Context: an optimization exercise on an open-source flow, tuned for small area, a short achievable clock period and few clock cycles per item. The choices shown serve that exercise and are no tape-out recipe. Function was checked by simulation only, so behaviour that the tests miss may differ from the original. No activity file was given, so power comes from the tool's default toggle rates.

File: design/flow/config.mk
export PLATFORM = sky130hd
export DESIGN_NAME = operand_fetch_top
export DESIGN_NICKNAME = operand_fetch_top
export VERILOG_FILES = /design/flow/design.v
export SDC_FILE = /design/flow/constraint.sdc
export NUM_CORES = 4
export LEC_CHECK = 0
export CAP_MARGIN = 20
export CORE_MARGIN = 2
export CORE_UTILIZATION = 45
export SETUP_SLACK_MARGIN = 2.3
export SLEW_MARGIN = 20
export BUFFER_PORTS_ARGS = -buffer_cell sky130_fd_sc_hd__buf_1
export CTS_ARGS = -sink_clustering_enable -repair_clock_nets -sink_clustering_size 26 -sink_clustering_max_diameter 100 -buf_list sky130_fd_sc_hd__clkbuf_16 -dont_use_dummy_load
File: design/flow/constraint.sdc
create_clock -name core_clock -period 5.0 [get_ports {clk}]
set_input_delay 1.0000 -clock core_clock [delete_from_list [all_inputs] [get_ports {clk}]]
set_output_delay 1.0000 -clock core_clock [all_outputs]
set_load 0.01 [all_outputs]
File: design/flow/design.v
`timescale 1ns/1ps
`default_nettype none
package fetch_pkg;
	localparam int DATA_WIDTH      = 16;
	localparam int N_CHANNELS      = 16;
	localparam int COMMIT_ID_WIDTH = 6;
	typedef logic signed [DATA_WIDTH - 1 : 0] data_t;
	typedef logic [3 : 0] chan_addr_t;
	typedef logic [COMMIT_ID_WIDTH - 1 : 0] commit_id_t;
	typedef logic [7 : 0] tag_t;
	localparam chan_addr_t SRC_REG0    = 4'd0;
	localparam chan_addr_t SRC_REG1    = 4'd1;
	localparam chan_addr_t SRC_QUARTER = 4'd3;
	localparam chan_addr_t SRC_HALF    = 4'd4;
	localparam data_t SCALE_QUARTER = data_t'({2'b01, {(DATA_WIDTH - 2){1'b0}}});
	localparam data_t SCALE_HALF    = data_t'({1'b1, {(DATA_WIDTH - 1){1'b0}}});
	typedef struct packed {
		logic       needed;
		logic       is_reg;
		chan_addr_t src;
	} operand_sel_t;
	typedef struct packed {
		tag_t         tag;
		chan_addr_t   dest;
		logic         writes_channel;
		data_t        register_0;
		data_t        register_1;
		operand_sel_t op_a;
		operand_sel_t op_b;
		operand_sel_t op_c;
	} instr_t;
	typedef struct packed {
		instr_t     instr;
		commit_id_t commit_id;
		data_t      arg_a;
		data_t      arg_b;
		data_t      arg_c;
	} stage_word_t;
	typedef struct packed {
		tag_t       tag;
		chan_addr_t dest;
		logic       writes_channel;
		commit_id_t commit_id;
		data_t      arg_a;
		data_t      arg_b;
		data_t      arg_c;
	} fetched_t;
	typedef struct packed {
		logic       valid;
		chan_addr_t addr;
		data_t      value;
	} chan_write_t;
	typedef enum logic {
		FETCH_IDLE,
		FETCH_BUSY
	} fetch_state_t;
endpackage
`default_nettype wire
`timescale 1ns/1ps
`default_nettype none
module operand_fetch_top
(
	input  wire          clk,
	input  wire          reset,
	input  wire          in_valid,
	output logic         in_ready,
	input  wire  [7:0]   in_tag,
	input  wire  [3:0]   in_dest,
	input  wire          in_writes_channel,
	input  wire  [15:0]  in_register_0,
	input  wire  [15:0]  in_register_1,
	input  wire  [5:0]   in_op_a,
	input  wire  [5:0]   in_op_b,
	input  wire  [5:0]   in_op_c,
	output logic         out_valid,
	input  wire          out_ready,
	output logic [7:0]   out_tag,
	output logic [3:0]   out_dest,
	output logic         out_writes_channel,
	output logic [5:0]   out_commit_id,
	output logic [15:0]  out_arg_a,
	output logic [15:0]  out_arg_b,
	output logic [15:0]  out_arg_c,
	input  wire          chan_write_valid,
	input  wire  [3:0]   chan_write_addr,
	input  wire  [15:0]  chan_write_value
);
	logic [15:0] chan [16];    
	logic [3:0]  wq   [3];     
	logic [2:0]  outs;         
	logic        occ;          
	logic [15:0] val  [3];
	logic [2:0]  wait_t [3];   
	logic        cwv;
	logic [5:0]  sel [3];
	logic [15:0] rd_t [3];
	logic [15:0] in_val [3];
	logic [2:0]  in_wait [3];
	logic [2:0]  in_fwd;
	logic        free;
	logic        take;
	logic        issue;
	logic        out_fire;
	logic [2:0]  outs_dn;      
	assign cwv = chan_write_valid;
	assign sel[0] = in_op_a;
	assign sel[1] = in_op_b;
	assign sel[2] = in_op_c;
	logic ready_now;
	logic ready_wb;
	logic ready_now_d;
	logic ready_wb_d;
	logic free_now;
	logic free_wb;
	logic in_ready_now;
	assign out_valid = cwv ? ready_wb : ready_now;
	assign out_fire  = out_valid & out_ready;
	assign out_arg_a = wait_t[0][0] ? chan_write_value : val[0];
	assign out_arg_b = wait_t[1][0] ? chan_write_value : val[1];
	assign out_arg_c = wait_t[2][0] ? chan_write_value : val[2];
	assign free_now     = ~occ | (out_ready & ready_now);
	assign free_wb      = ~occ | (out_ready & ready_wb);
	assign in_ready_now = free_now & ~(in_writes_channel & outs[2]);
	assign free         = cwv ? free_wb : free_now;
	assign in_ready     = cwv ? free_wb : in_ready_now;
	assign take     = in_valid & in_ready;
	assign issue    = take & in_writes_channel;
	always_comb begin
		for (int k = 0; k < 3; k++) begin
			logic [15:0] m [4];
			for (int j = 0; j < 4; j++)
				case (sel[k][1:0])
					2'd0: m[j] = chan[4*j];
					2'd1: m[j] = chan[4*j+1];
					2'd2: m[j] = chan[4*j+2];
					default: m[j] = chan[4*j+3];
				endcase
			case (sel[k][3:2])
				2'd0: rd_t[k] = m[0];
				2'd1: rd_t[k] = m[1];
				2'd2: rd_t[k] = m[2];
				default: rd_t[k] = m[3];
			endcase
		end
	end
	always_comb begin
		for (int k = 0; k < 3; k++) begin
			logic [3:0] src;
			logic [2:0] p;     
			src = sel[k][3:0];
			p   = 3'b000;
			for (int i = 0; i < 3; i++)
				if (outs[i] && wq[i] == src)
					p = 3'((2 << i) - 1);
			in_val[k]  = '0;
			in_wait[k] = '0;
			in_fwd[k]  = 1'b0;
			if (sel[k][5]) begin
				if (sel[k][4]) begin
					case (src)
						4'd0:    in_val[k] = in_register_0;
						4'd1:    in_val[k] = in_register_1;
						4'd3:    in_val[k] = 16'h4000;
						4'd4:    in_val[k] = 16'h8000;
						default: in_val[k] = '0;
					endcase
				end else begin
					in_val[k]  = rd_t[k];
					in_fwd[k]  = cwv & p[0] & ~p[1];
					in_wait[k] = cwv ? (p >> 1) : p;
				end
			end
		end
	end
	always_ff @(posedge clk) begin
		if (reset)
			occ <= 1'b0;
		else if (take)
			occ <= 1'b1;
		else if (out_fire)
			occ <= 1'b0;
	end
	always_comb begin
		logic [2:0] w0;
		logic [2:0] w1;
		for (int k = 0; k < 3; k++) begin
			w0[k] = free ? in_wait[k][0] : (cwv ? wait_t[k][1] : wait_t[k][0]);
			w1[k] = free ? in_wait[k][1] : (cwv ? wait_t[k][2] : wait_t[k][1]);
		end
		ready_now_d = ~(|w0);
		ready_wb_d  = ~(|w1);
	end
	always_ff @(posedge clk) begin
		if (reset) begin
			ready_now <= 1'b0;
			ready_wb  <= 1'b0;
		end else if (take) begin
			ready_now <= ready_now_d;
			ready_wb  <= ready_wb_d;
		end else if (out_fire) begin
			ready_now <= 1'b0;
			ready_wb  <= 1'b0;
		end else begin
			ready_now <= ready_now_d & occ;
			ready_wb  <= ready_wb_d & occ;
		end
	end
	always_ff @(posedge clk) begin
		if (free) begin
			out_tag            <= in_tag;
			out_dest           <= in_dest;
			out_writes_channel <= in_writes_channel;
		end
	end
	always_ff @(posedge clk) begin
		for (int k = 0; k < 3; k++) begin
			if (free)
				wait_t[k] <= in_wait[k];
			else if (cwv)
				wait_t[k] <= wait_t[k] >> 1;
			if (free ? in_fwd[k] : (cwv & wait_t[k][0] & ~wait_t[k][1]))
				val[k] <= chan_write_value;
			else if (free)
				val[k] <= in_val[k];
		end
	end
	assign outs_dn = cwv ? (outs >> 1) : outs;
	always_ff @(posedge clk) begin
		if (reset) begin
			outs   <= '0;
		end else begin
			outs   <= issue ? {outs_dn[1:0], 1'b1} : outs_dn;
		end
	end
	always_ff @(posedge clk) begin
		if (reset)
			out_commit_id <= '0;
		else if (out_fire && out_writes_channel)
			out_commit_id <= out_commit_id + 6'd1;
	end
	always_ff @(posedge clk) begin
		for (int i = 0; i < 3; i++) begin
			if (issue && (i == 0 ? ~outs_dn[0] : (outs_dn[i - 1] & ~outs_dn[i])))
				wq[i] <= in_dest;
			else if (cwv && i < 2)
				wq[i] <= wq[i + 1];
		end
	end
	logic [15:0] wr_data;
	assign wr_data = chan_write_value & {16{~reset}};
	always_ff @(posedge clk) begin
		for (int c = 0; c < 16; c++)
			if (reset || (cwv && chan_write_addr == 4'(c)))
				chan[c] <= wr_data;
	end
endmodule
`default_nettype wire
File: design/flow/flow/run.sh
#!/bin/bash
# Standard layout with small port buffers and a lighter clock tree.
set -e
cat >> config.mk <<'EOM'
export BUFFER_PORTS_ARGS = -buffer_cell sky130_fd_sc_hd__buf_1
export CTS_ARGS = -sink_clustering_enable -repair_clock_nets -sink_clustering_size 26 -sink_clustering_max_diameter 100 -buf_list sky130_fd_sc_hd__clkbuf_16 -dont_use_dummy_load
EOM
bash standard.sh > standard.log 2>&1
File: design/flow/standard.sh
#!/bin/bash
# synth_recipe.tcl (not shown) runs the flow's synth.tcl, then flattens the netlist and writes it again
# the make line also repeats each setting of config.mk as NAME=value (left out here)
make -C /OpenROAD-flow-scripts/flow DESIGN_CONFIG=/design/flow/config.mk WORK_HOME=/design/flow/orfs CLKGATE_MAP_FILE= SYNTH_SCRIPT=/design/flow/synth_recipe.tcl "${@:-finish}"
==> notes.md, run 1 <==
outcome=complete, no violations; Ports=157; register area share after synthesis=51.6%; CP Capture Type=output pin; RSZ-0062 raised after global routing=true; Setup CP Type=in2out; Static Leak=7.77 nW; GRT Overall Usage=26.1%; #FFs+latches synth=350; layout cells sized above 1=27.2%; antenna violations before repair=2; cells after synthesis=1,427; post-route ant nets=0; Hold Worst Slack=544 ps; largest net degree at the start of global routing=49; Post-Route Skew=26.2 ps; Initial Util=45.5%; worst skew pair latency=520 ps; worst slew pin tran=1130 ps; commonest register cell after synthesis=edfxtp_1; period utilization=55.6%; count of final hold-check violations=0; Finished Cell Area=22,400 um2; worst reg2reg endpoint=val[0][15]; die area=46,400 um2; Max Buffers Root-to-Sink=3; grt ovf=0; final setup fails=0; Post-synth EDFFs=338; pwr/cell area=292 nW/um2; vias after detailed routing=13.9k; FP Rows=77; Routability Congestion=0.955; count leader, synth=edfxtp_1; WL/cell=28.7 um; Worst R2R Setup Slack=2700 ps; worst r2r src=ready_now; Hold Crit Class=reg2reg; CP Max Fanout=3; Hold Crit Endpoint=out_commit_id[5]; Post-synth ARST share=0%; cts bufs inserted=17; Buffers on Ports=156; Post-Route Setup TNS=0 ps; Max H-tree Level=1; Max Fclk=360 MHz; first-pass GRT wire length=91,100 um; Root Driver=clkbuf_16; Max VDD drop=0.257 mV; CP startpoint kind=input pin; drt first pass iters=9; top post-synthesis cells by area=edfxtp_1, mux4_2, mux2_2; top cell type's share of synthesized area=50.4%; DRT Wirelength=61,200 um; FF-to-FF path depth=7; vias in the first global route=13.6k; Synthesis Warnings=12; crit path setup slack, layout=2220 ps; Initial DRC Count=2,026; hold path cells=2; Unique masters post-synth=55; CTS tree=built; Core Box Area=44,200 um2; # nets final=1,634; chip height=216 um; hold wc startpoint=out_commit_id[5]; clk slew on worst S/H paths=100 ps; DRC viols=0; synth cell count leaders=edfxtp_1, mux4_2, nor2_1; Post-DP HPWL=42,600 um; Ant. Diodes=0; Area after DPL=21,400 um2; Worst Path Required=4000 ps; Die W=216 um; P&R area growth vs syn=11.3%; Worst EP arrival=1780 ps; DR vias/cell=6.51; synthesized area=20,100 um2; Tmin final=2780 ps; dpl ws=1270 ps; max cap viols=0; Yosys top cell by area=edfxtp_1; average cell area after synthesis=14.1 um2; Mapped Nets=1,516; Design Power=6.54 mW; clock sinks=350; Max transition margin=24.7%; count of pins over their slew limit=0
layer usage:
metal  up-vias  GRT usage [%]  routed length [um]
li1       5980              -                   -
met2       764           40.9               28000
met4         2           5.93                1340
met5         -              0                   8
met3        78           4.21                5700
met1      7080           38.6               26200
logic make-up (layout without fill, tap and decap cells):
| family | after synthesis | count (layout) | share of synthesized area (%) |
|---|---|---|---|
| muxes | 340 | 340 | 27.0 |
| buffers and inverters | 167 | 283 | 3.96 |
| AOI/OAI and AO/OA | 284 | 284 | 9.83 |
| adders and majority gates | 1 | 1 | 0.0621 |
| DFF | 350 | 350 | 51.6 |
| xor gates and xnor gates | 38 | 38 | 1.65 |
| and+or+nand+nor | 247 | 247 | 5.84 |
state kept, by name, summed over array words and instances (netlist names):
name                flops
chan                  256
occ                     1
out_commit_id           6
out_dest                4
out_tag                 8
out_writes_channel      1
outs                    3
ready_now               1
ready_wb                1
val                    48
wait_t                  9
wq                     12
metrics by stage:
step,std cells,utilization [%]
after global routing,2135,50.6
after CTS,2126,50.0
after detailed placement,2094,48.3
final,2135,50.6
after floorplan,1427,-
after global placement,2094,48.3
what timing repair did:
item	4_1_cts	5_1_grt
gates resized for setup	32	39
pin swaps	2	4
setup buffers	14	8
setup endpoints to repair	129	74
cloned	1	0
hold buffers	0	0
cells in the final DEF, fill, tap and decap left out, types with 12 or more instances in the layout:
| master | synthesis | final |
|---|---|---|
| edfxtp_1 | 338 | 338 |
| mux4_2 | 149 | 149 |
| buf_1 | 11 | 145 |
| nor2_1 | 118 | 102 |
| a21oi_1 | 97 | 97 |
| mux2_2 | 95 | 95 |
| mux2i_1 | 84 | 84 |
| buf_4 | 19 | 52 |
| a222oi_1 | 43 | 43 |
| inv_1 | 38 | 36 |
| a22oi_1 | 43 | 33 |
| nand2_1 | 34 | 32 |
| a211o_1 | 26 | 26 |
| o22ai_1 | 19 | 19 |
| xnor2_1 | 19 | 19 |
| xor2_1 | 19 | 19 |
| clkbuf_16 | 0 | 19 |
| o21ai_0 | 24 | 15 |
| nor2_2 | 0 | 15 |
| nor2b_1 | 18 | 13 |
| nand2b_1 | 12 | 12 |
| mux2_4 | 11 | 12 |
| dfxtp_1 | 12 | 12 |
area by class of cell:
type                    count  area [um2]
inverters                  39         154
flip-flops and latches    350       10400
fillers                  3698       21800
well taps                 592         741
repair buffers            227        1410
clock buffers              17         425
multi-input cells         910        9280
worst max-delay path by stage:
stage                           startpoint         to  slack, ps  depth (start not counted)
after global placement          in_op_c[0]  val[2][4]       1300                          6
after floorplan           chan_write_valid   in_ready       2150                          5
final                     chan_write_valid   in_ready       2220                          5
after global routing      chan_write_valid   in_ready       2200                          5
after detailed placement        in_op_c[0]  val[2][4]       1270                          6
after CTS                 chan_write_valid   in_ready       1970                          5
power by group:
| part | leakage, nW | internal (mW) | switching (mW) |
|---|---|---|---|
| combinational | 4.11 | 0.601 | 0.756 |
| sequential | 3.45 | 3.52 | 0.146 |
| clock | 0.209 | 0.615 | 0.901 |
critical path, cell delays in order:
cell and delay (ps):
buf_6 100, mux2_4 320, a21boi_4 170, a31oi_4 40, buf_6 140
Testbench counts, summed over its fixed seeds: cycles 20,173, items 16,000.
==> run 2, diff against run 1 <==
--- a/design/flow/config.mk
+++ b/design/flow/config.mk
@@ -8,7 +8,7 @@
 export CAP_MARGIN = 20
 export CORE_MARGIN = 2
 export CORE_UTILIZATION = 45
-export SETUP_SLACK_MARGIN = 2.3
+export SETUP_SLACK_MARGIN = 2.5
 export SLEW_MARGIN = 20
 export BUFFER_PORTS_ARGS = -buffer_cell sky130_fd_sc_hd__buf_1
 export CTS_ARGS = -sink_clustering_enable -repair_clock_nets -sink_clustering_size 26 -sink_clustering_max_diameter 100 -buf_list sky130_fd_sc_hd__clkbuf_16 -dont_use_dummy_load
==> notes.md, run 2 <==
outcome=complete, no violations (unchanged); Max VDD drop=0.230 mV (was 0.257 mV); top cell type's share of synthesized area=50.4% (unchanged); Worst EP arrival=1770 ps (was 1780 ps); slowest CP cell=mux2_4 (unchanged); Buffers on Ports=156 (unchanged); layout cells sized above 1=31.7% (was 27.2%); Ports=157 (unchanged); crit path setup slack, layout=2230 ps (was 2220 ps); Flop pwr share=54.6% (was 56.0%); grt ovf=0 (unchanged); # nets final=1,666 (was 1,634); Max H-tree Level=1 (unchanged); clk slew on worst S/H paths=100 ps (about the same); CP startpoint kind=input pin (unchanged); max cap viols=0 (unchanged); Setup CP Type=in2out (unchanged); worst slew pin tran=965 ps (was 1130 ps); post-route ant nets=0 (unchanged); antenna violations before repair=1 (was 2); CP Max Fanout=2 (was 3); synth cell count leaders=edfxtp_1, mux4_2, nor2_1 (unchanged); Finished Cell Area=23,200 um2 (was 22,400 um2); Simple-Gate Fraction of Synth Area=5.84% (unchanged); Max transition margin=35.6% (was 24.7%); Net Sw Frac=28.2% (was 27.6%); Post-DP HPWL=44,300 um (was 42,600 um); Worst path max stage delay=310 ps (was 320 ps); Post-Route Skew=49.1 ps (was 26.2 ps); final setup fails=0 (unchanged); drt first pass iters=9 (unchanged); Worst Path Required=4000 ps (about the same); top post-synthesis cells by area=edfxtp_1, mux4_2, mux2_2 (unchanged); Routability Congestion=0.949 (was 0.955); Core Box Area=44,200 um2 (unchanged); critical-path cell list=buf_8, mux2_4, a21boi_4, a31oi_4, buf_6 (was buf_6, mux2_4, a21boi_4, a31oi_4, buf_6); worst skew pair latency=550 ps (was 520 ps); Mapped Nets=1,516 (unchanged); max FFs per register=256 (unchanged); clock sinks=350 (unchanged); Post-Route Setup TNS=0 ps (unchanged); Max Fclk=360 MHz (about the same); period utilization=55.5% (was 55.6%); largest net degree at the start of global routing=41 (was 49); Biggest register=chan (unchanged); Root Driver=clkbuf_16 (unchanged); clock share of power=23.3% (was 23.2%); count of pins over their slew limit=0 (unchanged); commonest non-fill, non-tap cell in the layout=edfxtp_1 (unchanged); largest family of logic cells by synthesized area=multiplexers (unchanged); commonest register cell after synthesis=edfxtp_1 (unchanged); Yosys top cell by area=edfxtp_1 (unchanged); chip height=216 um (unchanged); P_sw=1.89 mW (was 1.80 mW); GRT Overall Usage=28.1% (was 26.1%); Die W=216 um (unchanged); Hold Worst Slack=531 ps (was 544 ps); RSZ-0062 raised after global routing=true (unchanged); Synth Area in Compound Gates=9.83% (unchanged); FP Rows=77 (unchanged); vias after detailed routing=14.7k (was 13.9k); die area=46,400 um2 (unchanged); CP Capture Type=output pin (unchanged); commonest cells after routing, fill and taps aside=edfxtp_1, mux4_2, buf_1 (unchanged); CTS tree=built (unchanged); register area share after synthesis=51.6% (unchanged); count of final hold-check violations=0 (unchanged); Initial Util=45.5% (unchanged); biggest regs=chan (256), val (48), wq (12) (unchanged); Initial DRC Count=2,240 (was 2,026); DRC viols=0 (unchanged); Tmin final=2770 ps (was 2780 ps); pwr/cell area=290 nW/um2 (was 292 nW/um2); Area after DPL=21,500 um2 (was 21,400 um2); mux contribution to synthesized area=27.0% (unchanged); WL/cell=31.1 um (was 28.7 um); area share of fa/ha/maj cells after synthesis=0.0622% (unchanged); final core utilization=52.4% (was 50.6%); Hold Crit Class=reg2reg (unchanged); Internal=4.83 mW (was 4.73 mW); synthesized area=20,100 um2 (unchanged); Max Buffers Root-to-Sink=3 (unchanged); Synthesis Warnings=12 (unchanged); combinational power share=22.0% (was 20.8%); DR vias/cell=6.76 (was 6.51); Unique masters post-synth=55 (unchanged); count leader, synth=edfxtp_1 (unchanged); dpl ws=1330 ps (was 1270 ps); first-pass GRT wire length=96,800 um (was 91,100 um); average cell area after synthesis=14.1 um2 (unchanged); post-synthesis xor/xnor area fraction=1.65% (unchanged); cells after synthesis=1,427 (unchanged); Post-synth ARST share=0% (unchanged); cts bufs inserted=18 (was 17); Static Leak=8.19 nW (was 7.77 nW); DRT Wirelength=67,300 um (was 61,200 um); #FFs+latches synth=350 (unchanged); P&R area growth vs syn=15.1% (was 11.3%); vias in the first global route=14.3k (was 13.6k); Post-synth EDFFs=338 (unchanged)
-- run 2: layout make-up --
class,count,area [um2]
sequential,350,10400
inverter,39,149
fill,3669,21100
antenna,1,2.50
timing repair buffer,258,2010
clock buffer,18,450
tap,592,741
multi-input combinational,910,9420
-- run 2: power groups by stage --
stage	Sequential, mW	Clock [mW]	Combinational, mW
after floorplan	3.68	0	0.899
after global placement	3.73	0	1.29
after detailed placement	3.75	0	1.30
after CTS	3.67	1.58	1.39
after global routing	3.70	1.68	1.55
final	3.67	1.57	1.48
-- run 2: worst paths after layout --
check	end	slack, ps	depth (start not counted)	from
setup / recovery	in_ready	2230	5	chan_write_valid
hold / removal	out_commit_id[5]	530	2	out_commit_id[5]
setup reg to reg	val[0][14]	2800	6	wq[2][1]
hold reg to reg	out_commit_id[5]	530	2	out_commit_id[5]
-- run 2: kinds of logic after synthesis --
family | after synthesis
xor gates and xnor gates | 38
AOI/OAI and AO/OA | 284
DFF | 350
buffers and inverters | 167
adders and majority gates | 1
muxes | 340
and+or+nand+nor | 247
-- run 2: critical path, delay by kind of cell --
kind	cells	cell delay, ps
multiplexers	1	310
buffers and inverters	2	240
AO/OA/AOI/OAI	2	210
-- run 2: routing by layer --
layer	up-vias	GRT usage [%]	routed length (um)
li1	6047	-	-
met1	7435	39.6	26200
met2	1027	43.4	30700
met3	145	6.41	8070
met4	2	8.94	2310
met5	-	0	18
-- run 2: repair_timing --
action / in CTS / in global routing
gates cloned: 4 / 6
resized for setup: 92 / 69
endpoints found under the setup margin: 131 / 101
buffers inserted: 27 / 7
hold buffers: 0 / 0
pin swaps: 6 / 8
-- run 2: metrics by stage --
step | total power, mW | instances
global placement | 5.02 | 2105
finish | 6.72 | 2168
CTS | 6.64 | 2154
detailed placement | 5.04 | 2105
floorplan | 4.58 | 1427
global route | 6.93 | 2167
==> run 3, diff against run 2 <==
--- a/design/flow/design.v
+++ b/design/flow/design.v
@@ -113,7 +113,7 @@
 	logic free_now;
 	logic free_wb;
 	logic in_ready_now;
-	assign out_valid = cwv ? ready_wb : ready_now;
+	assign out_valid = ready_now | (cwv & ready_wb);
 	assign out_fire  = out_valid & out_ready;
 	assign out_arg_a = wait_t[0][0] ? chan_write_value : val[0];
 	assign out_arg_b = wait_t[1][0] ? chan_write_value : val[1];
@@ -121,8 +121,8 @@
 	assign free_now     = ~occ | (out_ready & ready_now);
 	assign free_wb      = ~occ | (out_ready & ready_wb);
 	assign in_ready_now = free_now & ~(in_writes_channel & outs[2]);
-	assign free         = cwv ? free_wb : free_now;
-	assign in_ready     = cwv ? free_wb : in_ready_now;
+	assign free         = free_now | (cwv & free_wb);
+	assign in_ready     = in_ready_now | (cwv & free_wb);
 	assign take     = in_valid & in_ready;
 	assign issue    = take & in_writes_channel;
 	always_comb begin
--- a/design/flow/config.mk
+++ b/design/flow/config.mk
@@ -7,8 +7,8 @@
 export LEC_CHECK = 0
 export CAP_MARGIN = 20
 export CORE_MARGIN = 2
-export CORE_UTILIZATION = 45
-export SETUP_SLACK_MARGIN = 2.5
+export CORE_UTILIZATION = 50
+export SETUP_SLACK_MARGIN = 2.3
 export SLEW_MARGIN = 20
 export BUFFER_PORTS_ARGS = -buffer_cell sky130_fd_sc_hd__buf_1
 export CTS_ARGS = -sink_clustering_enable -repair_clock_nets -sink_clustering_size 26 -sink_clustering_max_diameter 100 -buf_list sky130_fd_sc_hd__clkbuf_16 -dont_use_dummy_load
==> notes.md, run 3 <==
Post-synth EDFFs=338 (unchanged); vias after detailed routing=13.4k (was 14.7k); largest net degree at the start of global routing=54 (was 41); worst slew pin tran=1100 ps (was 965 ps); top cell type's share of synthesized area=50.7% (was 50.4%); Root Driver=clkbuf_16 (unchanged); Post-Route Skew=16.0 ps (was 49.1 ps); cells after synthesis=1,317 (was 1,427); hold wc startpoint=out_commit_id[5] (unchanged); antenna violations before repair=2 (was 1); Routability Congestion=0.879 (was 0.949); synth cell count leaders=edfxtp_1, mux4_2, nand2_1 (was edfxtp_1, mux4_2, nor2_1); period utilization=56.1% (was 55.5%); grt ovf=0 (unchanged); final setup fails=0 (unchanged); critical-path cell list=clkbuf_2, buf_12, inv_4, o22ai_4, buf_6 (was buf_8, mux2_4, a21boi_4, a31oi_4, buf_6); Tmin final=2810 ps (was 2770 ps); synthesized area=20,000 um2 (was 20,100 um2); clock sinks=350 (unchanged); Post-synth ARST share=0% (unchanged); Initial DRC Count=1,748 (was 2,240); worst skew pair latency=530 ps (was 550 ps); GRT Overall Usage=29.7% (was 28.1%); count of pins over their slew limit=0 (unchanged); Unique masters post-synth=61 (was 55); commonest register cell after synthesis=edfxtp_1 (unchanged); Setup CP Type=in2out (unchanged); CP top delay family=buffers and inverters (was multiplexers); post-route ant nets=0 (unchanged); Max VDD drop=0.169 mV (was 0.230 mV); Hold Buf Count CTS=0 (unchanged); Max Fclk=356 MHz (was 360 MHz); Ant. Diodes=0 (was 1); outcome=complete, no violations (unchanged); Mapped Nets=1,406 (was 1,516); first-pass GRT wire length=89,200 um (was 96,800 um); Ports=157 (unchanged); Max Buffers Root-to-Sink=3 (unchanged); Synthesis Warnings=12 (unchanged); Worst Path Required=4000 ps (about the same); max cap viols=0 (unchanged); area share of fa/ha/maj cells after synthesis=0.0625% (was 0.0622%); worst r2r src=wq[2][2] (was wq[2][1]); chip height=204 um (was 216 um); Biggest register=chan (unchanged); #FFs+latches synth=350 (unchanged); DRT Wirelength=62,200 um (was 67,300 um); DR vias/cell=6.82 (was 6.76); Static Leak=7.28 nW (was 8.19 nW); commonest non-fill, non-tap cell in the layout=edfxtp_1 (unchanged); count of final hold-check violations=0 (unchanged); CTS tree=built (unchanged); pwr/cell area=298 nW/um2 (was 290 nW/um2); top post-synthesis cells by area=edfxtp_1, mux4_2, mux2_2 (unchanged); CP Capture Type=output pin (unchanged); largest family of logic cells by synthesized area=multiplexers (unchanged); vias in the first global route=13.0k (was 14.3k); Hold Crit Class=reg2reg (unchanged); drt first pass iters=7 (was 9); Max H-tree Level=1 (unchanged); clk slew on worst S/H paths=100 ps (about the same); # nets final=1,526 (was 1,666); Post-Route Setup TNS=0 ps (unchanged); commonest cells after routing, fill and taps aside=edfxtp_1, mux4_2, buf_1 (unchanged); mux contribution to synthesized area=28.4% (was 27.0%); Max transition margin=26.6% (was 35.6%); P&R area growth vs syn=10.4% (was 15.1%); FP Rows=73 (was 77); Worst path max stage delay=230 ps (was 310 ps); WL/cell=31.7 um (was 31.1 um); CP Max Fanout=11 (was 2); count leader, synth=edfxtp_1 (unchanged); RSZ-0062 raised after global routing=true (unchanged); register area share after synthesis=51.9% (was 51.6%); die area=41,700 um2 (was 46,400 um2); cts bufs inserted=17 (was 18); Die W=204 um (was 216 um); layout cells sized above 1=30.1% (was 31.7%); Design Power=6.59 mW (was 6.72 mW); Yosys top cell by area=edfxtp_1 (unchanged); worst setup path start=chan_write_valid (unchanged); CP startpoint kind=input pin (unchanged); Post-DP HPWL=42,600 um (was 44,300 um); slowest CP cell=o22ai_4 (was mux2_4); Synth Area in Compound Gates=8.70% (was 9.83%); max FFs per register=256 (unchanged); WP buf/inv=4 (was 2); Worst EP arrival=1810 ps (was 1770 ps); biggest regs=chan (256), val (48), wq (12) (unchanged); post-synthesis xor/xnor area fraction=1.62% (was 1.65%); Initial Util=50.5% (was 45.5%); Buffers on Ports=156 (unchanged); DRC viols=0 (unchanged); average cell area after synthesis=15.2 um2 (was 14.1 um2); Simple-Gate Fraction of Synth Area=6.03% (was 5.84%); Core Box Area=39,600 um2 (was 44,200 um2)
==> run 3: timing repair <==
action,CTS,global route
endpoints found under the setup margin,104,49
gates resized for setup,29,40
gates cloned,0,2
pin swaps,1,1
buffers inserted,6,6
==> run 3: stage by stage <==
step           cell area, um2  hold WS [ps]  cells  util (%)  worst slack, ps
2_1_floorplan           20200           502   1317         -             2030
3_3_place_gp            21200           471   1929      53.5             1330
3_5_place_dp            21200           486   1929      53.5             1320
4_1_cts                 21900           500   1952      55.2             2010
5_1_grt                 22100           528   1960      55.8             2160
6_report                22100           497   1960      55.8             2190
==> run 3: worst paths after layout <==
| path | endpoint | slack, ps | cells after the start |
|---|---|---|---|
| min | out_commit_id[5] | 500 | 2 |
| max reg2reg | val[1][0] | 2690 | 6 |
| max | in_ready | 2190 | 5 |
| min reg2reg | out_commit_id[5] | 500 | 2 |
==> run 3: final cells by class <==
type / instances / area (um2)
clock buffers: 17 / 425
inverters: 10 / 42.5
well taps: 525 / 657
flip-flops and latches: 350 / 10400
multi-input cells: 844 / 9270
fillers: 3204 / 17500
repair buffers: 214 / 1320
==> run 3: cells by family (layout without fill, tap and decap cells) <==
logic type | Yosys count | after routing
buffers and inverters | 124 | 241
XOR/XNOR | 37 | 37
AO/OA/AOI/OAI | 243 | 244
flip-flops | 350 | 350
adder cells (fa/ha/maj) | 1 | 1
AND/OR/NAND/NOR | 240 | 240
multiplexers | 322 | 322
==> run 3: routing by layer <==
layer  wire [um]  GRT usage (%)  part of all wire, %  vias to the layer above
met2       27400           43.9                   44                      843
met5          13              0                0.021                        -
met1       25200           43.3                   41                     6805
li1            -              -                    -                     5653
met3        8430           9.95                   14                       72
met4        1170           5.80                  1.9                        2
==> run 3: worst reg2reg max path: cells and delay by family, from the launching register on <==
kind                   cells  cell delay, ps
buffers and inverters      1             260
flip-flops                 1             500
XOR/XNOR                   1             200
AND/OR/NAND/NOR            1             220
AO/OA/AOI/OAI              3             920
==> run 3: report_power, final <==
| part | switching (mW) | leakage [nW] | internal, mW |
|---|---|---|---|
| Clock | 0.906 | 0.209 | 0.615 |
| Sequential | 0.155 | 3.46 | 3.53 |
| Combinational | 0.766 | 3.61 | 0.621 |
Testbench counts of run 3, summed over its fixed seeds: cycles 20,173, items 16,000.
==> run 4, diff against run 3 <==
==> design/flow/flow/run.sh (replaced) <==
#!/bin/bash
# Standard layout with small port buffers and a lighter clock tree.
set -e
cat >> config.mk <<'EOM'
export BUFFER_PORTS_ARGS = -buffer_cell sky130_fd_sc_hd__buf_1
export CTS_ARGS = -sink_clustering_enable -repair_clock_nets -sink_clustering_size 24 -sink_clustering_max_diameter 80 -buf_list sky130_fd_sc_hd__clkbuf_16 -dont_use_dummy_load
EOM
bash standard.sh > standard.log 2>&1
==> design/flow/config.mk (replaced) <==
export PLATFORM = sky130hd
export DESIGN_NAME = operand_fetch_top
export DESIGN_NICKNAME = operand_fetch_top
export VERILOG_FILES = /design/flow/design.v
export SDC_FILE = /design/flow/constraint.sdc
export NUM_CORES = 4
export LEC_CHECK = 0
export CAP_MARGIN = 20
export CORE_MARGIN = 2
export CORE_UTILIZATION = 45
export SETUP_SLACK_MARGIN = 2.3
export SLEW_MARGIN = 20
export BUFFER_PORTS_ARGS = -buffer_cell sky130_fd_sc_hd__buf_1
export CTS_ARGS = -sink_clustering_enable -repair_clock_nets -sink_clustering_size 24 -sink_clustering_max_diameter 80 -buf_list sky130_fd_sc_hd__clkbuf_16 -dont_use_dummy_load
==> notes.md, run 4 <==
clock sinks=350 (unchanged); antenna violations before repair=0 (was 2); Worst Path Required=5320 ps (was 4000 ps); Yosys top cell by area=edfxtp_1 (unchanged); Finished Cell Area=22,400 um2 (was 22,100 um2); Max VDD drop=0.198 mV (was 0.169 mV); Unique masters post-synth=61 (unchanged); CP Capture Type=flip-flop (was output pin); Hold Crit Class=reg2reg (unchanged); Post-synth EDFFs=338 (unchanged); pwr/cell area=302 nW/um2 (was 298 nW/um2); Ant. Diodes=0 (unchanged); Core Box Area=44,000 um2 (was 39,600 um2); count of final hold-check violations=0 (unchanged); #FFs+latches synth=350 (unchanged); largest net degree at the start of global routing=44 (was 54); count of pins over their slew limit=0 (unchanged); slowest CP cell=and2b_2 (was o22ai_4); cells after synthesis=1,317 (unchanged); Area after DPL=21,300 um2 (was 21,200 um2); Max Fclk=367 MHz (was 356 MHz); final setup fails=0 (unchanged); WP buf/inv=1 (was 4); top post-synthesis cells by area=edfxtp_1, mux4_2, mux2_2 (unchanged); Static Leak=7.39 nW (was 7.28 nW); Max H-tree Level=1 (unchanged); layout cells sized above 1=31.5% (was 30.1%); hold wc startpoint=out_commit_id[5] (unchanged); Tmin final=2730 ps (was 2810 ps); CP Max Fanout=10 (was 11); commonest register cell after synthesis=edfxtp_1 (unchanged); chip height=215 um (was 204 um); top cell type's share of synthesized area=50.7% (unchanged); biggest regs=chan (256), val (48), wq (12) (unchanged); P&R area growth vs syn=11.9% (was 10.4%); Die W=215 um (was 204 um); FP Rows=77 (was 73); GRT Overall Usage=27.9% (was 29.7%); Setup CP Type=in2reg (was in2out); average cell area after synthesis=15.2 um2 (unchanged); vias after detailed routing=13.7k (was 13.4k); clock share of power=24.5% (was 23.1%); Post-DP HPWL=43,800 um (was 42,600 um); post-route ant nets=0 (unchanged); commonest cells after routing, fill and taps aside=edfxtp_1, mux4_2, buf_1 (unchanged); Buffers on Ports=156 (unchanged); Synthesis Warnings=12 (unchanged); worst r2r src=wq[1][1] (was wq[2][2]); Routability Congestion=0.886 (was 0.879); commonest non-fill, non-tap cell in the layout=edfxtp_1 (unchanged); combinational power share=20.9% (was 21.0%); synth cell count leaders=edfxtp_1, mux4_2, nand2_1 (unchanged); cts bufs inserted=20 (was 17); DRC viols=0 (unchanged); period utilization=54.6% (was 56.1%); P_sw=1.89 mW (was 1.83 mW); first-pass GRT wire length=93,900 um (was 89,200 um); WL/cell=32.3 um (was 31.7 um); vias in the first global route=13.4k (was 13.0k); grt ovf=0 (unchanged); max cap viols=0 (unchanged); worst setup path start=in_op_a[4] (was chan_write_valid); die area=46,200 um2 (was 41,700 um2); Mapped Nets=1,406 (unchanged); outcome=complete, no violations (unchanged); DR vias/cell=6.71 (was 6.82); register area share after synthesis=51.9% (unchanged); Ports=157 (unchanged); CTS tree=built (unchanged); Max transition margin=22.1% (was 26.6%); Design Power=6.76 mW (was 6.59 mW); CP startpoint kind=input pin (unchanged); Post-synth ARST share=0% (unchanged); critical-path cell list=buf_1, and2b_2, nand2_2, o221ai_1, a31oi_2, mux2_1 (was clkbuf_2, buf_12, inv_4, o22ai_4, buf_6); Max Buffers Root-to-Sink=3 (unchanged); Root Driver=clkbuf_16 (unchanged); Worst path max stage delay=470 ps (was 230 ps); DRT Wirelength=65,900 um (was 62,200 um); max FFs per register=256 (unchanged); worst slew pin tran=1170 ps (was 1100 ps); Biggest register=chan (unchanged); Post-Route Skew=45.8 ps (was 16.0 ps); worst skew pair latency=560 ps (was 530 ps); count leader, synth=edfxtp_1 (unchanged); RSZ-0062 raised after global routing=false (was true); Initial DRC Count=1,609 (was 1,748); Net Sw Frac=27.9% (was 27.7%); Initial Util=45.5% (was 50.5%); drt first pass iters=6 (was 7); clk slew on worst S/H paths=100 ps (about the same); final core utilization=50.9% (was 55.8%); Internal=4.87 mW (was 4.76 mW); Flop pwr share=54.6% (was 55.9%); CP top delay family=simple AND/OR/NAND/NOR gates (was buffers and inverters); Post-Route Setup TNS=0 ps (unchanged); synthesized area=20,000 um2 (unchanged); # nets final=1,538 (was 1,526); Hold Buf Count CTS=0 (unchanged); Worst EP arrival=3050 ps (was 1810 ps)
run 4: worst paths after layout:
path / depth (start not counted) / slack [ps] / to
setup reg to reg: 5 / 2670 / val[2][14]
setup / recovery: 6 / 2270 / val[0][7]
hold / removal: 2 / 500 / out_commit_id[5]
hold reg to reg: 2 / 500 / out_commit_id[5]
run 4: routing by layer:
layer	wire [um]	track usage (%)
met1	25700	38.1
met2	30200	43.6
met3	8160	8.70
met4	1900	7.34
met5	0	0
run 4: metrics by stage:
| step | hold WS, ps | cells | setup WS, ps |
|---|---|---|---|
| final | 503 | 2039 | 2270 |
| after global routing | 533 | 2039 | 2300 |
| after CTS | 502 | 2032 | 2280 |
| after detailed placement | 488 | 1999 | 1210 |
| after global placement | 468 | 1999 | 1220 |
| after floorplan | 502 | 1317 | 2030 |
run 4: final cells by class:
type	instances	area [um2]
Multi-Input combinational cell	844	9320
Fill cell	3732	21600
Timing Repair Buffer	223	1390
Tap cell	592	741
Inverter	10	56.3
Sequential cell	350	10400
Clock buffer	20	500
run 4: kinds of logic after synthesis:
logic type                 after synthesis  synth area share [%]
adders and majority gates                1                0.0625
and+or+nand+nor                        240                  6.03
DFF                                    350                  51.9
muxes                                  322                  28.4
AOI/OAI and AO/OA                      243                  8.70
buffers and inverters                  124                  3.29
xor gates and xnor gates                37                  1.62
run 4: repair_timing:
action / in CTS / in global routing
cloned: 2 / 2
pin swaps: 4 / 1
gates resized for setup: 48 / 36
setup endpoints to repair: 102 / 58
buffers inserted: 11 / 5
run 4: power groups by stage:
stage               combinational (mW)  clock, mW  sequential [mW]
floorplan                        0.903          0             3.69
global placement                  1.30          0             3.75
detailed placement                1.31          0             3.77
CTS                               1.37       1.66             3.69
global route                      1.48       1.76             3.73
finish                            1.41       1.65             3.70
run 4: tightest hold or removal path: stages, from the launching register on:
cell,delay (ps)
dfxtp_1,330
o21ai_0,70
a21oi_1,60
==> run 5, diff against run 4 <==
--- a/design/flow/config.mk
+++ b/design/flow/config.mk
@@ -8,7 +8,7 @@
 export CAP_MARGIN = 20
 export CORE_MARGIN = 2
 export CORE_UTILIZATION = 45
-export SETUP_SLACK_MARGIN = 2.3
+export SETUP_SLACK_MARGIN = 2.5
 export SLEW_MARGIN = 20
 export BUFFER_PORTS_ARGS = -buffer_cell sky130_fd_sc_hd__buf_1
 export CTS_ARGS = -sink_clustering_enable -repair_clock_nets -sink_clustering_size 24 -sink_clustering_max_diameter 80 -buf_list sky130_fd_sc_hd__clkbuf_16 -dont_use_dummy_load
==> notes.md, run 5 <==
CP Capture Type=output pin (was flip-flop); drt first pass iters=6 (unchanged); Worst Path Required=4000 ps (was 5320 ps); DR vias/cell=6.65 (was 6.71); Flop pwr share=54.5% (was 54.6%); commonest register cell after synthesis=edfxtp_1 (unchanged); top post-synthesis cells by area=edfxtp_1, mux4_2, mux2_2 (unchanged); Synthesis Warnings=12 (unchanged); Max H-tree Level=1 (unchanged); Ports=157 (unchanged); count of final hold-check violations=0 (unchanged); clock sinks=350 (unchanged); outcome=complete, no violations (unchanged); P&R area growth vs syn=15.5% (was 11.9%); Initial Util=45.5% (unchanged); Biggest register=chan (unchanged); Net Sw Frac=27.8% (was 27.9%); FP Rows=77 (unchanged); CTS tree=built (unchanged); Max transition margin=25.1% (was 22.1%); die area=46,200 um2 (unchanged); clk slew on worst S/H paths=100 ps (about the same); #FFs+latches synth=350 (unchanged); Worst EP arrival=1620 ps (was 3050 ps); # nets final=1,572 (was 1,538); Core Box Area=44,000 um2 (unchanged); Mapped Nets=1,406 (unchanged); Max Buffers Root-to-Sink=3 (unchanged); synth cell count leaders=edfxtp_1, mux4_2, nand2_1 (unchanged); DRT Wirelength=65,900 um (about the same); CP startpoint kind=flip-flop (was input pin); Yosys top cell by area=edfxtp_1 (unchanged); period utilization=52.4% (was 54.6%); cells after synthesis=1,317 (unchanged); Unique masters post-synth=61 (unchanged); layout cells sized above 1=36.5% (was 31.5%); Buffers on Ports=156 (unchanged); Internal=4.89 mW (was 4.87 mW); Hold Crit Class=reg2reg (unchanged); count of pins over their slew limit=0 (unchanged); Post-synth EDFFs=338 (unchanged); Setup CP Type=reg2out (was in2reg); Routability Congestion=0.861 (was 0.886); pwr/cell area=293 nW/um2 (was 302 nW/um2); final setup fails=0 (unchanged); synthesized area=20,000 um2 (unchanged); Hold Worst Slack=494 ps (was 503 ps); antenna violations before repair=0 (unchanged); placed cells=2,003 (was 1,999); Static Leak=7.73 nW (was 7.39 nW); Post-synth ARST share=0% (unchanged); Initial DRC Count=1,581 (was 1,609); first-pass GRT wire length=93,800 um (was 93,900 um); Ant. Diodes=0 (unchanged); final cell count without fillers=2,073 (was 2,039); vias after detailed routing=13.8k (was 13.7k); DRC viols=0 (unchanged); P_sw=1.88 mW (was 1.89 mW); worst slew pin tran=1120 ps (was 1170 ps); Tmin final=2620 ps (was 2730 ps); Max Fclk=382 MHz (was 367 MHz); chip height=215 um (unchanged); max FFs per register=256 (unchanged); grt ovf=0 (unchanged); commonest non-fill, non-tap cell in the layout=edfxtp_1 (unchanged); CP Max Fanout=15 (was 10); cts bufs inserted=19 (was 20); commonest cells after routing, fill and taps aside=edfxtp_1, mux4_2, buf_1 (unchanged); combinational power share=21.8% (was 20.9%); Post-Route Skew=56.5 ps (was 45.8 ps); top cell type's share of synthesized area=50.7% (unchanged); Post-DP HPWL=43,400 um (was 43,800 um); clock share of power=23.7% (was 24.5%); average cell area after synthesis=15.2 um2 (unchanged); WL/cell=31.8 um (was 32.3 um); Filler cells=3,588 (was 3,732); RSZ-0062 raised after global routing=true (was false); Max VDD drop=0.181 mV (was 0.198 mV); biggest regs=chan (256), val (48), wq (12) (unchanged); post-route ant nets=0 (unchanged); largest net degree at the start of global routing=39 (was 44); vias in the first global route=13.2k (was 13.4k); Root Driver=clkbuf_16 (unchanged); Post-Route Setup TNS=0 ps (unchanged); register area share after synthesis=51.9% (unchanged); max cap viols=0 (unchanged); Hold Buf Count CTS=0 (unchanged); GRT Overall Usage=27.9% (about the same); Die W=215 um (unchanged); worst skew pair latency=560 ps (about the same); count leader, synth=edfxtp_1 (unchanged)
==> run 5: per-stage QoR <==
stage	total power, mW	util (%)	setup slack [ps]	instance area, um2
3_5_place_dp	5.10	48.9	1250	21500
4_1_cts	6.75	51.6	2210	22700
6_report	6.77	52.5	2380	23100
3_3_place_gp	5.08	48.9	1280	21500
2_1_floorplan	4.63	-	2290	20600
5_1_grt	6.99	52.5	2320	23100
==> run 5: path summary, 6_finish.rpt <==
path	cells after the start	startpoint	slack (ps)	end
max	3	wait_t[2][0]	2380	out_arg_c[7]
min	2	out_commit_id[5]	490	out_commit_id[5]
max reg2reg	7	ready_wb	2750	val[0][0]
min reg2reg	2	out_commit_id[5]	490	out_commit_id[5]
==> run 5: worst max-delay path, stage by stage, from the launching register on <==
cell      delay (ps)
edfxtp_1         430
buf_12           180
mux2_2           350
buf_1            140
==> run 5: repair_timing <==
item                                    CTS  global route
pin swaps                                 6             7
cloned                                    4             5
gates resized for setup                 107            35
endpoints found under the hold margin     0             0
buffers inserted                         23            19
endpoints found under the setup margin  144           118
==> run 5: kinds of logic after synthesis <==
kind of cell               share of synthesized area [%]
adders and majority gates                         0.0625
muxes                                               28.4
buffers and inverters                               3.29
xor gates and xnor gates                            1.62
AOI/OAI and AO/OA                                   8.70
and+or+nand+nor                                     6.03
DFF                                                 51.9
==> run 5: power by group through the flow <==
stage,logic [mW],clock network (mW),registers [mW]
global placement,1.32,0,3.75
detailed placement,1.33,0,3.77
floorplan,0.943,0,3.69
global route,1.55,1.72,3.73
finish,1.48,1.60,3.69
CTS,1.43,1.63,3.69
==> run 5: area by class of cell <==
class | instances | area (um2) | share of cell area (%)
tap | 592 | 741 | 3.20
clock buffer | 19 | 475 | 2.06
multi-input combinational | 845 | 9620 | 41.6
timing repair buffer | 257 | 1840 | 7.97
inverter | 10 | 58.8 | 0.254
sequential | 350 | 10400 | 44.9
==> run 5: layer usage <==
layer	track usage [%]	vias up	wire (um)	part of all wire (%)
li1	-	5745	-	-
met1	39.9	7196	26800	41
met2	41.7	741	29600	45
met3	7.66	105	7380	11
met4	8.33	0	2110	3.2
met5	0	-	0	0
==> run 6, diff against run 5 <==
--- a/design/flow/config.mk
+++ b/design/flow/config.mk
@@ -7,7 +7,7 @@
 export LEC_CHECK = 0
 export CAP_MARGIN = 20
 export CORE_MARGIN = 2
-export CORE_UTILIZATION = 45
+export CORE_UTILIZATION = 55
 export SETUP_SLACK_MARGIN = 2.5
 export SLEW_MARGIN = 20
 export BUFFER_PORTS_ARGS = -buffer_cell sky130_fd_sc_hd__buf_1
==> notes.md, run 6 <==
Core Box Area=35,700 um2 (was 44,000 um2); #FFs+latches synth=350 (unchanged); Post-Route Setup TNS=0 ps (unchanged); top cell type's share of synthesized area=50.7% (unchanged); Post-Route Skew=50.8 ps (was 56.5 ps); Max VDD drop=0.316 mV (was 0.181 mV); Ant. Diodes=0 (unchanged); placed cells=1,871 (was 2,003); clock sinks=350 (unchanged); period utilization=52.9% (was 52.4%); routed wl met3=8700 um (was 7380 um); antenna violations before repair=1 (was 0); synth cell count leaders=edfxtp_1, mux4_2, nand2_1 (unchanged); CP Capture Type=output pin (unchanged); Routability Congestion=0.940 (was 0.861); FP Rows=69 (was 77); layout cells sized above 1=36.0% (was 36.5%); Hold Buf Count CTS=0 (unchanged); WL/cell=32.9 um (was 31.8 um); Post-DP HPWL=42,400 um (was 43,400 um); # nets final=1,554 (was 1,572); vias in the first global route=13.4k (was 13.2k); Static Leak=7.67 nW (was 7.73 nW); biggest regs=chan (256), val (48), wq (12) (unchanged); GRT Overall Usage=33.7% (was 27.9%); Filler cells=2,642 (was 3,588); commonest non-fill, non-tap cell in the layout=edfxtp_1 (unchanged); final cell count without fillers=1,924 (was 2,073); DRT Wirelength=63,400 um (was 65,900 um); worst skew pair latency=560 ps (about the same); grt ovf=0 (unchanged); worst slew pin tran=1060 ps (was 1120 ps); clk slew on worst S/H paths=90 ps (was 100 ps); vias after detailed routing=13.6k (was 13.8k); Worst path max stage delay=420 ps (was 430 ps); Initial DRC Count=1,719 (was 1,581); count of final hold-check violations=0 (unchanged); commonest cells after routing, fill and taps aside=edfxtp_1, mux4_2, buf_1 (unchanged); Max Fclk=378 MHz (was 382 MHz); Reg area=10,400 um2 (unchanged); pwr/cell area=301 nW/um2 (was 293 nW/um2); met2 wire len=27,400 um (was 29,600 um); Ports=157 (unchanged); Max Buffers Root-to-Sink=3 (unchanged); average cell area after synthesis=15.2 um2 (unchanged); drt first pass iters=6 (unchanged); Post-synth ARST share=0% (unchanged); Buffers on Ports=156 (unchanged); Design Power=6.87 mW (was 6.77 mW); Hold Crit Class=reg2reg (unchanged); Worst Path Required=4000 ps (about the same); Tmin final=2650 ps (was 2620 ps); register area share after synthesis=51.9% (unchanged); count of pins over their slew limit=0 (unchanged); post-route ant nets=0 (unchanged); WP buf/inv=2 (unchanged); outcome=complete, no violations (unchanged); P&R area growth vs syn=14.1% (was 15.5%); commonest register cell after synthesis=edfxtp_1 (unchanged); cells after synthesis=1,317 (unchanged); DR vias/cell=7.08 (was 6.65); max FFs per register=256 (unchanged); count leader, synth=edfxtp_1 (unchanged); final setup fails=0 (unchanged); synthesized area=20,000 um2 (unchanged); die area=37,900 um2 (was 46,200 um2); Metal-1 WL=26,000 um (was 26,800 um); Biggest register=chan (unchanged); critical-path cell list=buf_12, mux2_2, buf_1 (unchanged); top post-synthesis cells by area=edfxtp_1, mux4_2, mux2_2 (unchanged); Worst EP arrival=1650 ps (was 1620 ps); CP top delay family=flip-flops (unchanged); Die W=195 um (was 215 um); Synthesis Warnings=12 (unchanged); Max H-tree Level=1 (unchanged); DR top layer=met5 (was met4); CP Max Fanout=16 (was 15); largest net degree at the start of global routing=40 (was 39); Mapped Nets=1,406 (unchanged); Max transition margin=28.9% (was 25.1%); Setup CP Type=reg2out (unchanged); Initial Util=56.0% (was 45.5%); RSZ-0062 raised after global routing=true (unchanged); cts bufs inserted=22 (was 19); Yosys top cell by area=edfxtp_1 (unchanged); first-pass GRT wire length=92,600 um (was 93,800 um); DRC viols=0 (unchanged); CTS tree=built (unchanged); slowest CP cell=edfxtp_1 (unchanged); chip height=195 um (was 215 um); CP startpoint kind=flip-flop (unchanged); Root Driver=clkbuf_16 (unchanged); max cap viols=0 (unchanged); Multi-input gate area=9630 um2 (was 9620 um2); Unique masters post-synth=61 (unchanged); Post-synth EDFFs=338 (unchanged)
[run 6: cell families (layout without fill, tap and decap cells)]
| family | count (synthesis) | count (layout) | share of synthesized area, % |
|---|---|---|---|
| and+or+nand+nor | 240 | 240 | 6.03 |
| AOI/OAI and AO/OA | 243 | 244 | 8.70 |
| buffers and inverters | 124 | 269 | 3.29 |
| adders and majority gates | 1 | 1 | 0.0625 |
| DFF | 350 | 350 | 51.9 |
| muxes | 322 | 322 | 28.4 |
| xor gates and xnor gates | 37 | 37 | 1.62 |
[run 6: final cells by class]
cell class / instances / share of cell area (%)
Sequential cell: 350 / 45.5
Multi-Input combinational cell: 844 / 42.2
Timing Repair Buffer: 237 / 7.18
Tap cell: 461 / 2.53
Clock buffer: 22 / 2.41
Inverter: 10 / 0.246
[run 6: repair_timing]
action | CTS | global route
endpoints found under the setup margin | 149 | 350
gates resized for setup | 98 | 29
pin swaps | 6 | 6
cloned | 4 | 1
buffers inserted | 19 | 7
[run 6: tightest hold or removal path, stage by stage, from the launching register on]
cell and delay [ps]:
dfxtp_1 330, o21ai_0 80, a21oi_1 60
[run 6: path summary, 6_finish.rpt]
kind / startpoint / to / slack [ps] / depth (start not counted)
min: out_commit_id[5] / out_commit_id[5] / 500 / 2
max: wait_t[2][0] / out_arg_c[3] / 2350 / 3
min reg2reg: out_commit_id[5] / out_commit_id[5] / 500 / 2
max reg2reg: wq[2][2] / val[1][12] / 2790 / 6
[run 6: power by group]
group          switching [mW]  leakage (nW)  internal, mW
clock                   0.928         0.271         0.781
combinational           0.794          3.94         0.670
sequential              0.164          3.46          3.53
total                    1.89          7.67          4.98
[run 6: stage by stage]
step / utilization (%) / hold slack [ps] / area (um2) / setup slack (ps)
floorplan: - / 502 / 20600 / 2290
global placement: 59.7 / 469 / 21300 / 1290
detailed placement: 59.7 / 495 / 21300 / 1240
CTS: 63.2 / 508 / 22600 / 2370
global route: 63.9 / 544 / 22800 / 2310
finish: 63.9 / 505 / 22800 / 2350
[run 6: layer usage]
metal,GRT usage (%),vias to the layer above
met4,6.05,2
met3,11.4,76
met2,48.7,893
li1,-,5711
met5,2.30,-
met1,50.2,6947
==> run 7, diff against run 6 <==
--- a/design/flow/config.mk
+++ b/design/flow/config.mk
@@ -8,7 +8,7 @@
 export CAP_MARGIN = 20
 export CORE_MARGIN = 2
 export CORE_UTILIZATION = 55
-export SETUP_SLACK_MARGIN = 2.5
+export SETUP_SLACK_MARGIN = 2.3
 export SLEW_MARGIN = 20
 export BUFFER_PORTS_ARGS = -buffer_cell sky130_fd_sc_hd__buf_1
 export CTS_ARGS = -sink_clustering_enable -repair_clock_nets -sink_clustering_size 24 -sink_clustering_max_diameter 80 -buf_list sky130_fd_sc_hd__clkbuf_16 -dont_use_dummy_load
==> notes.md, run 7 <==
outcome=complete, no violations (unchanged); commonest non-fill, non-tap cell in the layout=edfxtp_1 (unchanged); largest net degree at the start of global routing=44 (was 40); Unique masters post-synth=61 (unchanged); cts bufs inserted=22 (unchanged); Routability Congestion=0.888 (was 0.940); P&R area growth vs syn=10.6% (was 14.1%); layout cells sized above 1=31.0% (was 36.0%); Max H-tree Level=1 (unchanged); Post-synth ARST share=0% (unchanged); Post-synth EDFFs=338 (unchanged); top post-synthesis cells by area=edfxtp_1, mux4_2, mux2_2 (unchanged); antenna violations before repair=1 (unchanged); Die W=195 um (unchanged); worst setup path start=in_op_b[2] (was wait_t[2][0]); synth cell count leaders=edfxtp_1, mux4_2, nand2_1 (unchanged); FP Rows=69 (unchanged); Post-Route Setup TNS=0 ps (unchanged); Ports=157 (unchanged); RSZ-0062 raised after global routing=true (unchanged); CTS tree=built (unchanged); post-route ant nets=0 (unchanged); Mapped Nets=1,406 (unchanged); Synthesis Warnings=12 (unchanged); Hold Crit Class=reg2reg (unchanged); period utilization=53.8% (was 52.9%); Max Fclk=372 MHz (was 378 MHz); top cell type's share of synthesized area=50.7% (unchanged); Biggest register=chan (unchanged); CP Max Fanout=8 (was 16); pwr/cell area=307 nW/um2 (was 301 nW/um2); hold wc startpoint=out_commit_id[5] (unchanged); Static Leak=7.33 nW (was 7.67 nW); count leader, synth=edfxtp_1 (unchanged); Yosys top cell by area=edfxtp_1 (unchanged); worst slew pin tran=1130 ps (was 1060 ps); DRT Wirelength=62,500 um (was 63,400 um); Worst R2R Setup Slack=2690 ps (was 2790 ps); Tmin final=2690 ps (was 2650 ps); Root Driver=clkbuf_16 (unchanged); Post-DP HPWL=42,700 um (was 42,400 um); final core utilization=61.9% (was 63.9%); worst skew pair latency=560 ps (about the same); chip height=195 um (unchanged); # nets final=1,532 (was 1,554); Design Power=6.79 mW (was 6.87 mW); first-pass GRT wire length=89,600 um (was 92,600 um); max cap viols=0 (unchanged); GRT Overall Usage=33.0% (was 33.7%); max FFs per register=256 (unchanged); FF-to-FF path depth=5 (was 6); Max VDD drop=0.315 mV (was 0.316 mV); vias in the first global route=12.8k (was 13.4k); DRC viols=0 (unchanged); Initial DRC Count=1,627 (was 1,719); CP Capture Type=flip-flop (was output pin); Finished Cell Area=22,100 um2 (was 22,800 um2); Area after DPL=21,200 um2 (was 21,300 um2); Core Box Area=35,700 um2 (unchanged); average cell area after synthesis=15.2 um2 (unchanged); Max Buffers Root-to-Sink=3 (unchanged); clk slew on worst S/H paths=100 ps (was 90 ps); worst r2r src=wq[1][1] (was wq[2][2]); CP startpoint kind=input pin (was flip-flop); grt ovf=0 (unchanged); WL/cell=32.8 um (was 32.9 um); commonest register cell after synthesis=edfxtp_1 (unchanged); clock sinks=350 (unchanged); biggest regs=chan (256), val (48), wq (12) (unchanged); drt first pass iters=6 (unchanged); worst reg2reg endpoint=val[2][15] (was val[1][12]); Buffers on Ports=156 (unchanged); register area share after synthesis=51.9% (unchanged); final setup fails=0 (unchanged); Initial Util=56.0% (unchanged); Worst Path Required=5280 ps (was 4000 ps); Critical Path End=val[1][13] (was out_arg_c[3]); count of pins over their slew limit=0 (unchanged); die area=37,900 um2 (unchanged); Setup CP Type=in2reg (was reg2out); commonest cells after routing, fill and taps aside=edfxtp_1, mux4_2, buf_1 (unchanged); DR vias/cell=7.08 (about the same); Worst EP arrival=2960 ps (was 1650 ps); count of final hold-check violations=0 (unchanged); cells after synthesis=1,317 (unchanged); #FFs+latches synth=350 (unchanged); vias after detailed routing=13.5k (was 13.6k); Max transition margin=24.2% (was 28.9%); Ant. Diodes=0 (unchanged); synthesized area=20,000 um2 (unchanged); Post-Route Skew=38.7 ps (was 50.8 ps)
==> run 7: critical path: stages <==
cell and delay, ps:
clkbuf_2 220, buf_4 260, or3_1 620, o22ai_1 680, o41ai_1 170
==> run 7: kinds of logic (layout without fill, tap and decap cells) <==
family                   after synthesis  after routing  synth area share, %
AND/OR/NAND/NOR                      240            240                 6.03
flip-flops                           350            350                 51.9
buffers and inverters                124            247                 3.29
adder cells (fa/ha/maj)                1              1               0.0625
multiplexers                         322            322                 28.4
AO/OA/AOI/OAI                        243            244                 8.70
XOR/XNOR                              37             37                 1.62
==> run 7: routing by layer <==
layer  vias up  GRT usage (%)  wire length, um
li1       5684              -                -
met1      6875           48.7            25800
met2       839           48.4            27300
met3        75           11.5             8370
met4         0           5.99             1010
met5         -              0                0
==> run 7: cell type report <==
| cell class | count | area (um2) |
|---|---|---|
| Fill cell | 2726 | 13600 |
| Clock buffer | 22 | 551 |
| Inverter | 10 | 45.0 |
| Sequential cell | 350 | 10400 |
| Multi-Input combinational cell | 844 | 9300 |
| Tap cell | 461 | 577 |
| Timing Repair Buffer | 215 | 1270 |
==> run 7: where the power goes <==
group          leakage, nW  internal, mW  switching (mW)
combinational         3.60         0.620           0.763
sequential            3.46          3.53           0.162
clock                0.271         0.781           0.931
==> run 7: repair_timing <==
action | CTS | global route
gates cloned | 2 | 0
hold buffers | 0 | 0
pin swaps | 2 | 0
resized for setup | 41 | 31
endpoints found under the setup margin | 113 | 58
setup buffers | 7 | 0
==> run 7: stage by stage <==
| stage | hold WS (ps) | setup WS (ps) | instances |
|---|---|---|---|
| 2_1_floorplan | 502 | 2030 | 1317 |
| 3_3_place_gp | 472 | 1260 | 1871 |
| 3_5_place_dp | 484 | 1250 | 1871 |
| 4_1_cts | 497 | 2270 | 1902 |
| 5_1_grt | 546 | 2260 | 1902 |
| 6_report | 490 | 2310 | 1902 |
==> run 7: worst min-delay path by stage <==
stage	endpoint	slack, ps	cells past startpoint
floorplan	out_commit_id[5]	500	2
global placement	out_commit_id[5]	470	2
detailed placement	out_commit_id[5]	480	2
CTS	out_commit_id[5]	500	2
global route	out_commit_id[5]	550	2
finish	out_commit_id[5]	490	2
==> run 8, diff against run 7 <==
--- a/design/flow/config.mk
+++ b/design/flow/config.mk
@@ -10,5 +10,6 @@
 export CORE_UTILIZATION = 55
 export SETUP_SLACK_MARGIN = 2.3
 export SLEW_MARGIN = 20
+export TNS_END_PERCENT = 30
 export BUFFER_PORTS_ARGS = -buffer_cell sky130_fd_sc_hd__buf_1
 export CTS_ARGS = -sink_clustering_enable -repair_clock_nets -sink_clustering_size 24 -sink_clustering_max_diameter 80 -buf_list sky130_fd_sc_hd__clkbuf_16 -dont_use_dummy_load
==> notes.md, run 8 <==
Synthesis Warnings=12 (unchanged); Net Sw Frac=27.5% (was 27.3%); DRT Wirelength=63,300 um (was 62,500 um); Max H-tree Level=1 (unchanged); Tmin final=2850 ps (was 2690 ps); Flop pwr share=54.0% (was 54.4%); Yosys top cell by area=edfxtp_1 (unchanged); busiest grt layer=met1 (unchanged); Post-Route Skew=46.6 ps (was 38.7 ps); Post-DP HPWL=42,600 um (was 42,700 um); top cell type's share of synthesized area=50.7% (unchanged); worst slew pin tran=1120 ps (was 1130 ps); count leader, synth=edfxtp_1 (unchanged); post-route ant nets=0 (unchanged); top post-synthesis cells by area=edfxtp_1, mux4_2, mux2_2 (unchanged); Max transition margin=25.1% (was 24.2%); Post-Route Setup TNS=0 ps (unchanged); Worst EP arrival=3150 ps (was 2960 ps); P_sw=1.89 mW (was 1.86 mW); CP startpoint kind=input pin (unchanged); slowest CP cell=a211oi_1 (was o22ai_1); GRT Overall Usage=33.7% (was 33.0%); Routability Congestion=0.870 (was 0.888); Worst path max stage delay=710 ps (was 680 ps); #FFs+latches synth=350 (unchanged); outcome=complete, no violations (unchanged); Max Fclk=351 MHz (was 372 MHz); met2 Usage GRT=48.6% (was 48.4%); synthesized area=20,000 um2 (unchanged); Mapped Nets=1,406 (unchanged); layout cells sized above 1=30.0% (was 31.0%); Design Power=6.85 mW (was 6.79 mW); Max VDD drop=0.387 mV (was 0.315 mV); Hold Crit Class=reg2reg (unchanged); M1 GR Usage=51.5% (was 48.7%); WL/cell=33.3 um (was 32.8 um); final setup fails=0 (unchanged); die area=37,900 um2 (unchanged); max FFs per register=256 (unchanged); RSZ-0062 raised after global routing=true (unchanged); Post-synth EDFFs=338 (unchanged); combinational power share=20.2% (was 20.4%); CP Max Fanout=40 (was 8); Biggest register=chan (unchanged); P&R area growth vs syn=10.5% (was 10.6%); average cell area after synthesis=15.2 um2 (unchanged); worst skew pair latency=560 ps (about the same); Ports=157 (unchanged); commonest register cell after synthesis=edfxtp_1 (unchanged); Unique masters post-synth=61 (unchanged); Worst Path Required=5300 ps (was 5280 ps); Setup CP Type=in2reg (unchanged); CP Capture Type=flip-flop (unchanged); Post-synth ARST share=0% (unchanged); DR vias/cell=7.13 (was 7.08); clock sinks=350 (unchanged); Die W=195 um (unchanged); # nets final=1,531 (was 1,532); clk slew on worst S/H paths=90 ps (was 100 ps); Hold Buf Count CTS=0 (unchanged); commonest non-fill, non-tap cell in the layout=edfxtp_1 (unchanged); Initial Util=56.0% (unchanged); GR Util met3=10.6% (was 11.5%); first-pass GRT wire length=92,400 um (was 89,600 um); max cap viols=0 (unchanged); placed cells=1,867 (was 1,871); Initial DRC Count=1,733 (was 1,627); cells after synthesis=1,317 (unchanged); final cell count without fillers=1,901 (was 1,902); Internal=4.96 mW (was 4.93 mW); vias after detailed routing=13.6k (was 13.5k); synth cell count leaders=edfxtp_1, mux4_2, nand2_1 (unchanged); commonest cells after routing, fill and taps aside=edfxtp_1, mux4_2, buf_1 (unchanged); clock share of power=25.9% (was 25.2%); register area share after synthesis=51.9% (unchanged); CTS tree=built (unchanged); DRC viols=0 (unchanged); Root Driver=clkbuf_16 (unchanged); Buffers on Ports=156 (unchanged); cts bufs inserted=23 (was 22); largest net degree at the start of global routing=47 (was 44); Core Box Area=35,700 um2 (unchanged); Hold Worst Slack=488 ps (was 490 ps); Ant. Diodes=0 (unchanged); biggest regs=chan (256), val (48), wq (12) (unchanged); Static Leak=7.33 nW (about the same); antenna violations before repair=1 (unchanged); count of pins over their slew limit=0 (unchanged); chip height=195 um (unchanged); drt first pass iters=5 (was 6); vias in the first global route=13.2k (was 12.8k); critical-path cell list=clkbuf_8, buf_4, mux4_2, nor2b_1, a211oi_1, o41ai_2 (was clkbuf_2, buf_4, or3_1, o22ai_1, o41ai_1); pwr/cell area=310 nW/um2 (was 307 nW/um2); grt ovf=0 (unchanged); final core utilization=61.9% (about the same); Max Buffers Root-to-Sink=3 (unchanged); period utilization=57.0% (was 53.8%); count of final hold-check violations=0 (unchanged); FP Rows=69 (unchanged)
==> run 8: cell count changes in the layout (fill, tap and decap cells not counted), moves of 4 or more <==
cell,delta
a211oi_2,-13
buf_1,+6
a31oi_2,+4
a211oi_1,+13
nor2b_1,-4
buf_4,+4
buf_6,-7
a31oi_1,-5
nor2b_2,+4
==> run 8: path summary, 6_finish.rpt <==
check / start / endpoint / slack (ps) / cells after the start
setup reg to reg: wq[2][3] / val[0][10] / 2660 / 7
setup / recovery: in_op_c[1] / val[2][4] / 2150 / 6
hold / removal: out_commit_id[5] / out_commit_id[5] / 490 / 2
hold reg to reg: out_commit_id[5] / out_commit_id[5] / 490 / 2
==> run 8: final cells by class <==
type,count,area (um2)
sequential,350,10400
inverter,10,47.5
timing repair buffer,213,1270
multi-input combinational,844,9270
clock buffer,23,576
tap,461,577
fill,2753,13600
==> run 8: kinds of logic after synthesis <==
| group | count (synthesis) | synth area share, % |
|---|---|---|
| compound gates | 243 | 8.70 |
| xor+xnor | 37 | 1.62 |
| fa+ha+maj | 1 | 0.0625 |
| buf+inv | 124 | 3.29 |
| flops | 350 | 51.9 |
| mux | 322 | 28.4 |
| simple gates | 240 | 6.03 |
==> run 8: per-stage QoR <==
stage	setup WS [ps]	area, um2
after global routing	2190	22100
final	2150	22100
after global placement	1010	21100
after floorplan	1960	20100
after detailed placement	1040	21100
after CTS	1970	22000
==> run 8: what timing repair did <==
action / CTS / global route
gates resized for setup: 45 / 15
buffers inserted: 6 / 1
hold endpoints to repair: 0 / 0
setup endpoints to repair: 113 / 85
cloned: 3 / 0
pin swaps: 1 / 0
==> run 8: layer usage <==
layer / wire, um / share of wire [%]
met2: 27300 / 43
met4: 932 / 1.5
met5: 0 / 0
met1: 26500 / 42
met3: 8560 / 14
==> run 8: worst max-delay path: cells and delay by family <==
| kind | cells | cell delay [ps] |
|---|---|---|
| AOI/OAI and AO/OA | 2 | 870 |
| buffers and inverters | 2 | 740 |
| muxes | 1 | 350 |
| and+or+nand+nor | 1 | 150 |
==> run 8: power by group through the flow <==
| stage | clock network, mW | registers [mW] | logic (mW) |
|---|---|---|---|
| CTS | 1.78 | 3.70 | 1.35 |
| floorplan | 0 | 3.69 | 0.894 |
| global placement | 0 | 3.76 | 1.29 |
| detailed placement | 0 | 3.77 | 1.30 |
| finish | 1.77 | 3.70 | 1.38 |
| global route | 1.88 | 3.73 | 1.46 |

Setup slack of run 8, layout unchanged: 2.148 ns with ideal ports, 2.159 ns with driving cells assumed (clock clkbuf_16, inputs buf_2), 1.565 ns with port delays also shifted by the 0.595 ns mid clock arrival.
